Source: an optimization exercise on an open RTL-to-GDS flow (aim: small area). Production flows keep margins and buffers that such runs may drop.
For this run, only the layout was checked, not whether the RTL still works.
Power figures rest on the tool's default switching activity, not on a simulated workload.

===== design.v =====
module memwb_port (
  input  logic p, we, x, wen,
  output logic y
);
  assign y = ~((p | we) & (x | wen));
endmodule
module memwb_aoi222 (
  input  logic s0, d0, s1, d1, s2, d2,
  output logic y
);
  assign y = ~((s0 & d0) | (s1 & d1) | (s2 & d2));
endmodule
module memwb_oai22 (
  input  logic sn0, d0, sn1, d1,
  output logic y
);
  assign y = ~((sn0 | d0) & (sn1 | d1));
endmodule
module memwb_rdbit (
  input  logic [12:0] s,
  input  logic [12:0] d,
  input  logic [10:0] sn,
  input  logic [10:0] dn,
  output logic        y
);
  logic [4:0] n;   
  logic [5:0] p;   
  memwb_aoi222 u_n0 (.s0(s[0]), .d0(d[0]), .s1(s[1]), .d1(d[1]), .s2(s[2]), .d2(d[2]), .y(n[0]));
  memwb_aoi222 u_n1 (.s0(s[3]), .d0(d[3]), .s1(s[4]), .d1(d[4]), .s2(s[5]), .d2(d[5]), .y(n[1]));
  memwb_aoi222 u_n2 (.s0(s[6]), .d0(d[6]), .s1(s[7]), .d1(d[7]), .s2(s[8]), .d2(d[8]), .y(n[2]));
  memwb_aoi222 u_n3 (.s0(s[9]), .d0(d[9]), .s1(s[10]), .d1(d[10]), .s2(s[11]), .d2(d[11]), .y(n[3]));
  assign n[4] = ~(s[12] & d[12]);
  memwb_oai22 u_p0 (.sn0(sn[0]), .d0(dn[0]), .sn1(sn[1]), .d1(dn[1]), .y(p[0]));
  memwb_oai22 u_p1 (.sn0(sn[2]), .d0(dn[2]), .sn1(sn[3]), .d1(dn[3]), .y(p[1]));
  memwb_oai22 u_p2 (.sn0(sn[4]), .d0(dn[4]), .sn1(sn[5]), .d1(dn[5]), .y(p[2]));
  memwb_oai22 u_p3 (.sn0(sn[6]), .d0(dn[6]), .sn1(sn[7]), .d1(dn[7]), .y(p[3]));
  memwb_oai22 u_p4 (.sn0(sn[8]), .d0(dn[8]), .sn1(sn[9]), .d1(dn[9]), .y(p[4]));
  assign p[5] = ~(sn[10] | dn[10]);
  assign y = ~(n[0] & n[1] & n[2] & n[3] & n[4]) | (|p);
endmodule
module memwb_stage (
  input  logic         clk,
  input  logic         reset,
  input  logic [3:0]   ctrl_MEM,
  input  logic [31:0]  ALU_out_MEM,
  input  logic [31:0]  write_data_MEM,
  input  logic [4:0]   reg_dst_MEM,
  output logic         mem_stall,
  output logic [1:0]   ctrl_WB,
  output logic [31:0]  read_data_WB,
  output logic [31:0]  ALU_out_WB,
  output logic [4:0]   reg_dst_WB,
  output logic         misalign_WB
);
  localparam int NT = 22;   
  logic [31:0] ring [64];
  logic [5:0]  rot;
  logic        b1, b2;
  logic        wb_pend;
  logic [5:0]  wb_addr;
  logic [31:0] wb_data;
  logic [1:0]  ctrl_wb_q;
  logic        misalign_wb_q;
  logic [31:0] read_data_wb_q;
  logic [31:0] alu_out_wb_q;
  logic [4:0]  reg_dst_wb_q;
  logic          access, misal, stall, commit, st_commit, byp, drain;
  logic [5:0]    addr, rslot, wslot;
  logic [NT-1:0] tsel, we, wen;
  logic          hsel, bsel;
  logic [31:0]   wd_pos, wd_neg, rdata;
  logic [NT*32-1:0] port_y;
  genvar pk, pb, b, i;
  always_comb begin
    access    = ctrl_MEM[1] | ctrl_MEM[0];
    misal     = access & (ALU_out_MEM[1:0] != 2'b00);
    stall     = b1 | (~b2 & access);
    commit    = ~stall & ~reset;
    st_commit = commit & ctrl_MEM[0] & ~misal;
    addr      = ALU_out_MEM[7:2];
    rslot     = addr + rot;
    wslot     = wb_addr + rot + 6'd1;
    byp       = wb_pend & (wb_addr == addr);
    for (int k = 0; k < NT; k++) begin
      tsel[k] = (rslot == 6'(3 * k)) & ~misal & ~byp;
      we[k]   = (wslot == 6'(3 * k)) & wb_pend;
    end
    wen    = ~we;
    drain  = |we;
    bsel   = byp & ~misal;
    hsel   = ~(|tsel) & ~byp & ~misal;
    wd_pos = wb_data;
    wd_neg = ~wb_data;
  end
  for (b = 0; b < 32; b++) begin : g_rd
    logic [12:0] s, d;
    logic [10:0] sn, dn;
    for (i = 0; i < 11; i++) begin : g_t
      assign s[i]  = tsel[2 * i];
      assign d[i]  = ring[6 * i][b];
      assign sn[i] = ~tsel[2 * i + 1];
      assign dn[i] = ring[6 * i + 3][b];
    end
    assign s[11] = hsel;
    assign d[11] = read_data_wb_q[b];
    assign s[12] = bsel;
    assign d[12] = wb_data[b];
    memwb_rdbit u_rd (.s(s), .d(d), .sn(sn), .dn(dn), .y(rdata[b]));
  end
  for (pk = 0; pk < NT; pk++) begin : g_port
    for (pb = 0; pb < 32; pb++) begin : g_bit
      memwb_port u_p (
        .p(ring[(3 * pk + 63) % 64][pb]), .we(we[pk]),
        .x(pk % 2 == 1 ? wd_pos[pb] : wd_neg[pb]), .wen(wen[pk]),
        .y(port_y[32 * pk + pb])
      );
    end
  end
  always_ff @(posedge clk) begin
    rot <= rot + 6'd1;
    for (int j = 0; j < 64; j++) begin
      if (j % 3 == 0) ring[j] <= port_y[32 * (j / 3) +: 32];
      else            ring[j] <= ring[(j + 63) % 64];
    end
    wb_pend <= st_commit | (wb_pend & ~drain);
    if (st_commit) begin
      wb_addr <= addr;
      wb_data <= write_data_MEM;
    end
    b1 <= ~reset & ~b1 & ~b2 & access;
    b2 <= ~reset & b1;
    ctrl_wb_q      <= commit ? ctrl_MEM[3:2] : 2'b00;
    misalign_wb_q  <= commit & misal;
    read_data_wb_q <= rdata;
    alu_out_wb_q   <= ALU_out_MEM;
    reg_dst_wb_q   <= reg_dst_MEM;
  end
  assign mem_stall    = stall;
  assign ctrl_WB      = ctrl_wb_q;
  assign read_data_WB = read_data_wb_q;
  assign ALU_out_WB   = alu_out_wb_q;
  assign reg_dst_WB   = reg_dst_wb_q;
  assign misalign_WB  = misalign_wb_q;
endmodule

===== run.sh =====
#!/bin/bash
# synth_recipe.tcl (not shown) runs the flow's synth.tcl, then flattens the netlist and writes it again
# the make line also repeats each setting of config.mk as NAME=value (left out here)
make -C /OpenROAD-flow-scripts/flow DESIGN_CONFIG=/design/flow/config.mk WORK_HOME=/design/flow/orfs CLKGATE_MAP_FILE= SYNTH_SCRIPT=/design/flow/synth_recipe.tcl finish

===== config.mk =====
export PLATFORM = sky130hd
export DESIGN_NAME = memwb_stage
export DESIGN_NICKNAME = memwb_stage
export VERILOG_FILES = /design/flow/design.v
export SDC_FILE = /design/flow/constraint.sdc
export NUM_CORES = 4
export LEC_CHECK = 0
export CAP_MARGIN = 20
export CORE_MARGIN = 2
export CORE_UTILIZATION = 60
export CTS_BUF_LIST = sky130_fd_sc_hd__clkbuf_8
export CTS_CLUSTER_DIAMETER = 60
export CTS_CLUSTER_SIZE = 20
export SLEW_MARGIN = 20
export SYNTH_HIERARCHICAL = 1

===== constraint.sdc =====
create_clock -name core_clock -period 3.5 [get_ports {clk}]
set_input_delay 0.7000 -clock core_clock [delete_from_list [all_inputs] [get_ports {clk}]]
set_output_delay 0.7000 -clock core_clock [all_outputs]
set_load 0.01 [all_outputs]

==> impl_metrics.csv <==
group,metric,value,unit
run_status,status,"complete, but fails checks",
run_status,so.violations,"negative setup slack",
clocking,cts_sinks,2167,
timing,worst_slew_pin_slew,1020,ps
yosys,ys.warnings.count,9,
timing,fin_crit_sh,103,%
critical_path,regToRegSetupSlack,-110,ps
power_and_ir_drop,power.leakage,0.0245,uW
power_and_ir_drop,combPwrFrac,2.9,%
placement,dpl.hpwl,103,mm
timing,clock_skew,38.6,ps
floorplan,die_area,92300,um2
critical_path,cp_max_fo,15,
clocking,cts_buffers,131,
global_route,grt_pass1_wl,235,mm
layout,area_growth,16.0,%
timing,drv_slew,0,
timing,hold_viol,0,
detailed_routing,postRouteAntennaNets,0,
global_route,gr-usage-all-layers,34.9,%
layout,fin_cells,5391,
yosys,postSynth.asyncResetShare,0,%
critical_path,crit_arrival,4340,ps
yosys,synth-edff-count,38,
timing,rsz0062_at_grt,"true",
power_and_ir_drop,power.density,626,nW/um2
timing,fin_ws,-111,ps
yosys,synth_commonest_cells,"2,129 x dfxtp_1, 865 x o22ai_1, 128 x a222oi_1",
placement,post-place-ws,-1050,ps
floorplan,num_rows,109,
placement,gp_congestion,0.899,
floorplan,die_w,304,um
yosys,syn-num-nets,3753,
placement,dp_cells,5204,
global_route,grt_antenna_before_repair,2,
yosys,synth.area.top_cells,"dfxtp_1 79%, o22ai_1 10%, a222oi_1 2.4%",
flow_run,max-cap-violations,0,
timing,whs,75.9,ps
critical_path,rr_endpoint,"read_data_wb_q[23]",
yosys,ys_seq_area_share,81.2,%
detailed_routing,wl,165,mm
floorplan,chipHeight,304,um
detailed_routing,drt-pass1-iter-count,8,
layout,fin_nets,4263,
yosys,ys.flop_type,"dfxtp_1",
yosys,synth_top_area_share,79.0,%
clocking,clkLatencyLatePin,870,ps
clocking,h-tree-depth,4,
critical_path,timing.rr.start,"rot[0]",
yosys,syn_area,53900,um2
critical_path,crit_required,4230,ps
global_route,grt_pass1_vias,34500,
critical_path,start_kind,"flip-flop",
detailed_routing,wl_per_cell,30.5,um
critical_path,crit_start,"rot[0]",
hold_path,holdPathStages,1,
floorplan,start_util,60.7,%
critical_path,rr_worst_depth,15,
yosys,yosys.cell_types.count,58,
power_and_ir_drop,seqPwrFrac,68.1,%
power_and_ir_drop,vdd_drop_max,0.498,mV
timing,tns,-140,ps
timing,fmax,0.277,GHz
clocking,clk_pin_slew,110,ps
detailed_routing,dr.first_iter.drc_count,3928,
power_and_ir_drop,power_frac_clock,29.0,%
floorplan,num_io_pins,148,
clocking,cts_buffer_depth,3,
yosys,synth_area_per_cell,14.7,um2
power_and_ir_drop,power_switching,8410,uW
clocking,cts-hold-fix-buffers,0,
critical_path,crit_path_end,"read_data_wb_q[23]",
timing,max_slew_margin,31.6,%
hold_path,hold_class,"input port to flip-flop",
global_route,gr-total-overflow,0,
detailed_routing,viasPerCell,6.34,
detailed_routing,drc_errors,0,
clocking,cts_root_buf,"clkbuf_8",
timing,layout_min_cycle_time,3610,ps
timing,setup_violations,2,
critical_path,cp-end-kind,"flip-flop",
hold_path,min-delay-start,"ALU_out_MEM[3]",
layout,n_fill_cell,6020,
power_and_ir_drop,p_int,30700,uW
yosys,ys_seq_elements,2167,
critical_path,path_class,"flip-flop to flip-flop",
floorplan,design.core.area,88800,um2
power_and_ir_drop,p_sw_share,21.5,%
global_route,grt_max_degree,33,
clocking,cts_tree,"done",
layout,drive_gt1_share,13.6,%
detailed_routing,vias,34200,
yosys,yosysMostFrequentCell,"dfxtp_1",
placement,io_buffers,147,
yosys,yosysTopAreaCell,"dfxtp_1",
yosys,syn_inst,3665,
## registers in the layout, indices dropped and copies added (netlist names)
register        count
wb_pend             1
b1                  1
wb_addr             6
b2                  1
misalign_wb_q       1
rot                 6
reg_dst_wb_q        5
read_data_wb_q     32
ring             2048
ctrl_wb_q           2
alu_out_wb_q       32
wb_data            32
## routing by layer
metal	share of wire [%]	GRT usage (%)	wire length, um
met3	9.5	6.83	15700
met1	41	48.0	67700
met2	45	54.5	74200
met4	4.3	14.8	7010
met5	0	0	0
## how the worst min path moves through the flow
stage	endpoint	slack, ps
finish	alu_out_wb_q[3]	80
global route	alu_out_wb_q[3]	70
CTS	alu_out_wb_q[2]	170
detailed placement	ring[17][29]	310
global placement	ring[62][21]	310
floorplan	ring[11][0]	310
## modules after synthesis, one instance, submodules excluded
module        cells  flops+latches  copies in the design
memwb_aoi222      1              0                   128
memwb_oai22       1              0                   160
memwb_port        1              0                   704
memwb_rdbit       5              0                    32
memwb_stage    2513           2167                     1
## placed cells by master, fill, tap and decap left out, types with 4 or more instances in the layout
cell,instances
a21oi_1,9
a222oi_1,128
and2_1,5
and3_1,4
buf_12,88
buf_4,183
bufinv_16,4
clkbuf_8,141
clkdlybuf4s50_1,145
clkinvlp_4,17
dfxtp_1,2127
edfxtp_1,38
ha_1,10
inv_1,65
inv_2,10
nand2_1,50
nand2_2,11
nand2b_1,5
nand3_1,11
nand3_2,16
nand4_1,35
nor2_1,24
nor2_4,7
nor3_1,8
nor3b_1,15
nor3b_2,19
nor4b_2,21
nor4b_4,11
o211a_1,34
o211ai_1,6
o21ai_0,9
o21ai_1,4
o22ai_1,865
xnor2_1,16
xor2_1,7
## area by class of cell
class | instances | area [um2] | share of cell area [%]
tap | 1165 | 1460 | 2.33
antenna | 2 | 5.00 | 0.00800
clock buffer | 141 | 1940 | 3.10
clock inverter | 41 | 344 | 0.550
sequential | 2167 | 43800 | 70.0
timing repair buffer | 419 | 4620 | 7.39
inverter | 64 | 293 | 0.468
multi-input combinational | 1392 | 10100 | 16.2
## per-stage QoR
step / instance area [um2] / util [%] / power [uW]
finish: 62500 / 70.4 / 39200
global route: 62500 / 70.4 / 40300
CTS: 62300 / 70.2 / 39200
detailed placement: 59900 / 67.5 / 28300
global placement: 59900 / 67.5 / 28200
floorplan: 54100 / - / 27500
## critical path, stage by stage (launching register included)
cell,delay (ps)
dfxtp_2,360
ha_4,160
fa_2,340
buf_4,170
a21o_4,220
and3_1,190
o211ai_1,160
o211a_1,220
buf_4,130
nand4b_1,170
buf_4,140
inv_2,40
buf_4,210
a222oi_1,460
nor4b_4,350
nand4_1,140
## what timing repair did
item                                    in CTS  in global routing
setup buffers                                2                  1
resized for setup                           13                 36
endpoints found under the setup margin      31                 32
pin swaps                                    2                 14
## power by group through the flow
stage / registers (uW) / logic [uW] / clock network (uW)
after floorplan: 27000 / 594 / 0
after global placement: 27200 / 1060 / 0
after detailed placement: 27200 / 1080 / 0
after CTS: 26700 / 1100 / 11400
after global routing: 26800 / 1180 / 12300
final: 26700 / 1120 / 11400
## cell families after synthesis
family | share of synthesized area, %
AO/OA/AOI/OAI | 13.9
XOR/XNOR | 0.404
adder cells (fa/ha/maj) | 0.329
buffers and inverters | 0.986
flip-flops | 81.2
multiplexers | 0.0557
AND/OR/NAND/NOR | 3.20

## re-timing with driven ports
In the flow no input, the clock included, has a driving cell. The finished layout below was timed again as built, in two steps.
Step 1 assumes that a clkbuf_16 drives the clock port and a buf_2 every other input.
Step 2, shift: input delay + t, output delay - t, t = (earliest + latest rising clock arrival at the registers) / 2. This alone moves slack from input paths to output paths.
Three values: ideal ports, drivers, drivers and shift; two values: the first two.
shift t [ns]: 0.913
setup WS [ns]: -0.111 / -0.111 / -0.847
worst setup path at the end: input to register
clock arrival spread, ns: 0.047 / 0.047
cell pins on the clock port's net: 1
The setup slack of this run moves by 0.000 ns with the drivers and by -0.736 ns with both steps.
